What follows belongs to an exercise in optimizing a design on an open flow for small area, a short achievable clock period and few clock cycles; a production flow would make more cautious choices.
Function was checked by simulation only, so behaviour that the tests miss may differ from the original.
No activity file was given, so power comes from the tool's default toggle rates.

## ycbcrBlockTop
module ycbcrBlockTop (
    input  logic        clk,
    input  logic        rst_n,
    input  logic        enable,
    input  logic [63:0] dataRead,
    output logic [10:0] sramRaddr,
    output logic [10:0] sramWaddr,
    output logic [63:0] dataWrite,
    output logic        wen,
    output logic        valid
);
For scale: roughly 160 I/O pins.
Settings: LEC_CHECK=0, ABC_AREA=1, CAP_MARGIN=20, CORE_MARGIN=2, CORE_UTILIZATION=60, CTS_CLUSTER_DIAMETER=80, CTS_CLUSTER_SIZE=20, SETUP_SLACK_MARGIN=2.6, SLEW_MARGIN=20; clock period 5.0 ns.
standard.sh (not shown) runs the stock make flow with config.mk's settings and CLKGATE_MAP_FILE= SYNTH_SCRIPT=/design/flow/synth_recipe.tcl, a recipe that flattens the netlist after the stock synthesis.
==> flow/flow/run.sh <==
#!/bin/bash
# Standard layout, with two changes:
# - between synthesis and floorplan, fixinv.py flips full adders to remove
#   the inverter pairs that Yosys's extract_fa leaves between them (logic
#   unchanged, registers untouched);
# - the port buffers that global placement inserts are buf_2 cells.
set -euo pipefail
R=orfs/results/${FLOW_PLATFORM}/ycbcrBlockTop/base
bash standard.sh synth > synth.log 2>&1
cp $R/1_2_yosys.v $R/1_2_yosys.std.v
python3 flow/fixinv.py $R/1_2_yosys.std.v $R/1_2_yosys.v > fixinv.log 2>&1
rm -f $R/1_synth.odb $R/1_synth.sdc
bash standard.sh "BUFFER_PORTS_ARGS=-buffer_cell sky130_fd_sc_hd__buf_2" finish > layout.log 2>&1
Other scripts of this flow, unchanged in this note and not shown: flow/flow/fixinv.py
Testbench counts at the start, summed over its fixed seeds: cycles 2,736.
Then changed:
Settings changed: ABC_AREA 1 to not set, CORE_UTILIZATION 60 to 70.
The changed run finished with timing, DRC and antenna clean.
Cell area went down by 7.9%.
Register-to-register slack degrades by 0.02 ns.
Power went down by 10%.
Then changed:
Settings changed: CORE_UTILIZATION 70 to 60, GPL_TIMING_DRIVEN set to 0.
Result: Die area came out higher by 16%; power falls by 0.77%; non-clock buffer count is higher by 64.
Then changed:
Settings changed: GPL_TIMING_DRIVEN 0 to not set.
- worst setup slack is better by 0.041 ns
- maximum frequency climbs by 1.6%
- power hardly moves
- clock skew is about the same
- die area is unchanged
- routed wire length drops by 6.2%
- via count drops by 3.6%
- critical path depth drops by 1
- combinational power climbs by about 1%
- count of clock-buffer cells in the layout climbs by 3
Then changed:
Settings changed: SETUP_SLACK_MARGIN 2.6 to 2.3.
Effect:
- worst hold slack barely changes
- first-iteration DRC count is unchanged
- sequential share of layout area rises by 0.85 points
- via count falls slightly
- maximum frequency falls by a few percent
- global-route usage falls by 0.47 points
- register-to-register slack gets worse by 0.07 ns
- count of clock-buffer cells in the layout falls by 11
- total power falls slightly


Another version of the RTL of ycbcrBlockTop (not shown whole).
For scale: about 3100 cells after synthesis, ~760 flip-flops, ~160 I/O pins.
==> flow/config.mk <==
export PLATFORM = sky130hd
export DESIGN_NAME = ycbcrBlockTop
export DESIGN_NICKNAME = ycbcrBlockTop
export VERILOG_FILES = /design/flow/design.v
export SDC_FILE = /design/flow/constraint.sdc
export NUM_CORES = 4
export LEC_CHECK = 0
export CAP_MARGIN = 20
export CORE_MARGIN = 2
export CORE_UTILIZATION = 40
export SLEW_MARGIN = 20
==> flow/constraint.sdc <==
create_clock -name core_clock -period 5.0 [get_ports {clk}]
set_input_delay 1.0000 -clock core_clock [delete_from_list [all_inputs] [get_ports {clk}]]
set_output_delay 1.0000 -clock core_clock [all_outputs]
set_load 0.01 [all_outputs]
run.sh (not shown) runs the stock make flow with config.mk's settings and CLKGATE_MAP_FILE= SYNTH_SCRIPT=/design/flow/synth_recipe.tcl, a recipe that flattens the netlist after the stock synthesis.
Stock flow here: none of the scripts above is used.
The baseline produced a clean layout.
Testbench counts at the start, summed over its fixed seeds: cycles 2,640.
==> next run, changes <==
Settings changed: CTS_BUF_LIST from default to sky130_fd_sc_hd__clkbuf_4 sky130_fd_sc_hd__clkbuf_8, CTS_CLUSTER_SIZE from default to 30.
Outcome:
- total power goes down by 4.4%
- count of clock-buffer cells in the layout rises by 78
- die area is unchanged
- utilization is lower by 0.54 points
- design area shrinks by 1.1%
- via count came out higher by 1.1%
- worst hold slack is about the same


== the previous run ==
ycbcrBlockTop, a different RTL version from the one above (not shown whole).
Size: roughly 2400 cells after synthesis, ~160 I/O pins, roughly 0.031 mm² of cells after synthesis.
## ycbcrBlockTop
module ycbcrBlockTop (
    input  logic        clk,
    input  logic        rst_n,
    input  logic        enable,
    input  logic [63:0] dataRead,
    output logic [10:0] sramRaddr,
    output logic [10:0] sramWaddr,
    output logic [63:0] dataWrite,
    output logic        wen,
    output logic        valid
);
clock: 5.0 ns
lec_check: 0
cap_margin: 20
core_margin: 2
core_utilization: 60
cts_cluster_diameter: 100
cts_cluster_size: 25
setup_slack_margin: 2.6
slew_margin: 20
standard.sh (not shown) runs the stock make flow with config.mk's settings and CLKGATE_MAP_FILE= SYNTH_SCRIPT=/design/flow/synth_recipe.tcl, a recipe that flattens the netlist after the stock synthesis.
Scripts as last shown in full above: flow/flow/run.sh
Other scripts of this flow, unchanged in this note and not shown: flow/flow/fixinv.py
Testbench counts of the previous run, summed over its fixed seeds: cycles 2,736.
> inputs changed (the previous run -> the current run)
- clearing CTS_CLUSTER_SIZE, which used to be 25
- clearing CTS_CLUSTER_DIAMETER, which used to be 100
Findings:
Having completed the whole flow, the current run delivered a layout that passed the timing, DRC and antenna checks.
Comparing number of global-route vias before repair for the current run and the previous run, the smaller number came from the previous run.
Taking the previous run as the reference, in the current run routed via count up 312, share of the core filled with cells in the final layout higher, total of clock buffers placed in the layout has increased, setup slack level, combinational group share of total power has decreased.
The current run ends up with lower number of stages on the worst setup path than the previous run does.
In the current run relative to the previous run, peak supply drop had gone up by a few percent.
Post-synthesis to final-layout area growth (the current run over the previous run): increase, 4.4 points
The via density per instance on the previous run is in line with that on the current run.


Setup of main:
ycbcrBlockTop again, from the RTL that the note above started with.
Settings: LEC_CHECK=0, CAP_MARGIN=20, CORE_MARGIN=2, CORE_UTILIZATION=40, SETUP_SLACK_MARGIN=2.6, SLEW_MARGIN=20; clock period 5.0 ns.
==> flow/flow/run.sh <==
#!/bin/bash
# Standard layout, with one netlist clean-up between synthesis and floorplan:
# fixinv.py flips full adders to remove the inverter pairs that Yosys's
# extract_fa leaves between them (logic unchanged, registers untouched).
set -euo pipefail
R=orfs/results/${FLOW_PLATFORM}/ycbcrBlockTop/base
bash standard.sh synth > synth.log 2>&1
cp $R/1_2_yosys.v $R/1_2_yosys.std.v
python3 flow/fixinv.py $R/1_2_yosys.std.v $R/1_2_yosys.v > fixinv.log 2>&1
rm -f $R/1_synth.odb $R/1_synth.sdc
bash standard.sh > layout.log 2>&1
Other scripts of this flow, unchanged in this note and not shown: flow/flow/fixinv.py
Testbench counts of main, summed over its fixed seeds: cycles 2,736.
Relative to main, the following input files were edited for the feature branch:
Settings: SETUP_SLACK_MARGIN: 2.6 -> 3.0.
==> flow/flow/run.sh <==
#!/bin/bash
# Standard layout, with two changes:
# - between synthesis and floorplan, fixinv.py flips full adders to remove
#   the inverter pairs that Yosys's extract_fa leaves between them (logic
#   unchanged, registers untouched);
# - the port buffers that global placement inserts are buf_2 cells.
set -euo pipefail
R=orfs/results/${FLOW_PLATFORM}/ycbcrBlockTop/base
bash standard.sh synth > synth.log 2>&1
cp $R/1_2_yosys.v $R/1_2_yosys.std.v
python3 flow/fixinv.py $R/1_2_yosys.std.v $R/1_2_yosys.v > fixinv.log 2>&1
rm -f $R/1_synth.odb $R/1_synth.sdc
bash standard.sh "BUFFER_PORTS_ARGS=-buffer_cell sky130_fd_sc_hd__buf_2" finish > layout.log 2>&1
Results
- The number of global-route vias before repair of the feature branch is higher than that of main.
- The feature branch against main: fraction of power consumed by combinational cells went up, clock tree buffer count of the final layout went down.
- Route | the feature branch vs main | wire longer in the feature branch
- Higher multi-input logic area among the feature branch and main: the feature branch
- Diff main -> the feature branch | post-route minimum period | decrease of 29 ps
- Against main, the feature branch comes in 0.71 points lower on portion of the layout cell area used by clock cells.
- For vias per cell, the feature branch and main come out practically identical.
- Diff main -> the feature branch | power | increase of 1.2 mW

[afterwards: timing with drivers on the ports]
How much do the figures lean on ideal ports? The routed layouts below were timed once more, with nothing changed but the port constraints. Step 1 (the two cells are an assumption about what drives the block):
set clk [get_ports {clk}]
set_driving_cell -lib_cell sky130_fd_sc_hd__clkbuf_16 $clk
set_driving_cell -lib_cell sky130_fd_sc_hd__buf_2 [delete_from_list [all_inputs] $clk]
Step 2 adds t to the input delays and takes it off the output delays; t is the mean of the earliest and latest rising clock arrival at the registers after step 1. Input paths then give back, and output paths get back, about the clock's delay inside the block. Three values: no drivers, after step 1, after step 2; two values: the first two.
| run | shift t [ns] | setup slack, ns | worst slew at a driven data input, ns |
|---|---|---|---|
| the first run of note 1 | 0.669 | 2.424 / 2.424 / 2.424 | 0.05 |
| the second run of note 1 | 0.664 | 2.408 / 2.408 / 2.408 | 0.06 |
| the third run of note 1 | 0.677 | 2.348 / 2.348 / 2.348 | 0.06 |
| the fourth run of note 1 | 0.666 | 2.390 / 2.390 / 2.390 | 0.05 |
| the fifth run of note 1 | 0.667 | 2.317 / 2.317 / 2.317 | 0.06 |
| the first run of note 2 | 0.690 | 1.010 / 1.010 / 1.010 | 0.15 |
| the second run of note 2 | 0.792 | 0.991 / 0.991 / 0.991 | 0.14 |
| the previous run | 0.649 | 2.398 / 2.398 / 2.398 | 0.05 |
| the current run | 0.678 | 2.396 / 2.396 / 2.396 | 0.05 |
| main | 0.686 | 2.390 / 2.390 / 2.301 | 0.07 |
| the feature branch | 0.695 | 2.419 / 2.419 / 2.419 | 0.05 |
After both steps setup and hold are still met in every run listed. The setup slack of main, which loses most, moves by 0.000 ns with the drivers and by -0.089 ns with both steps.
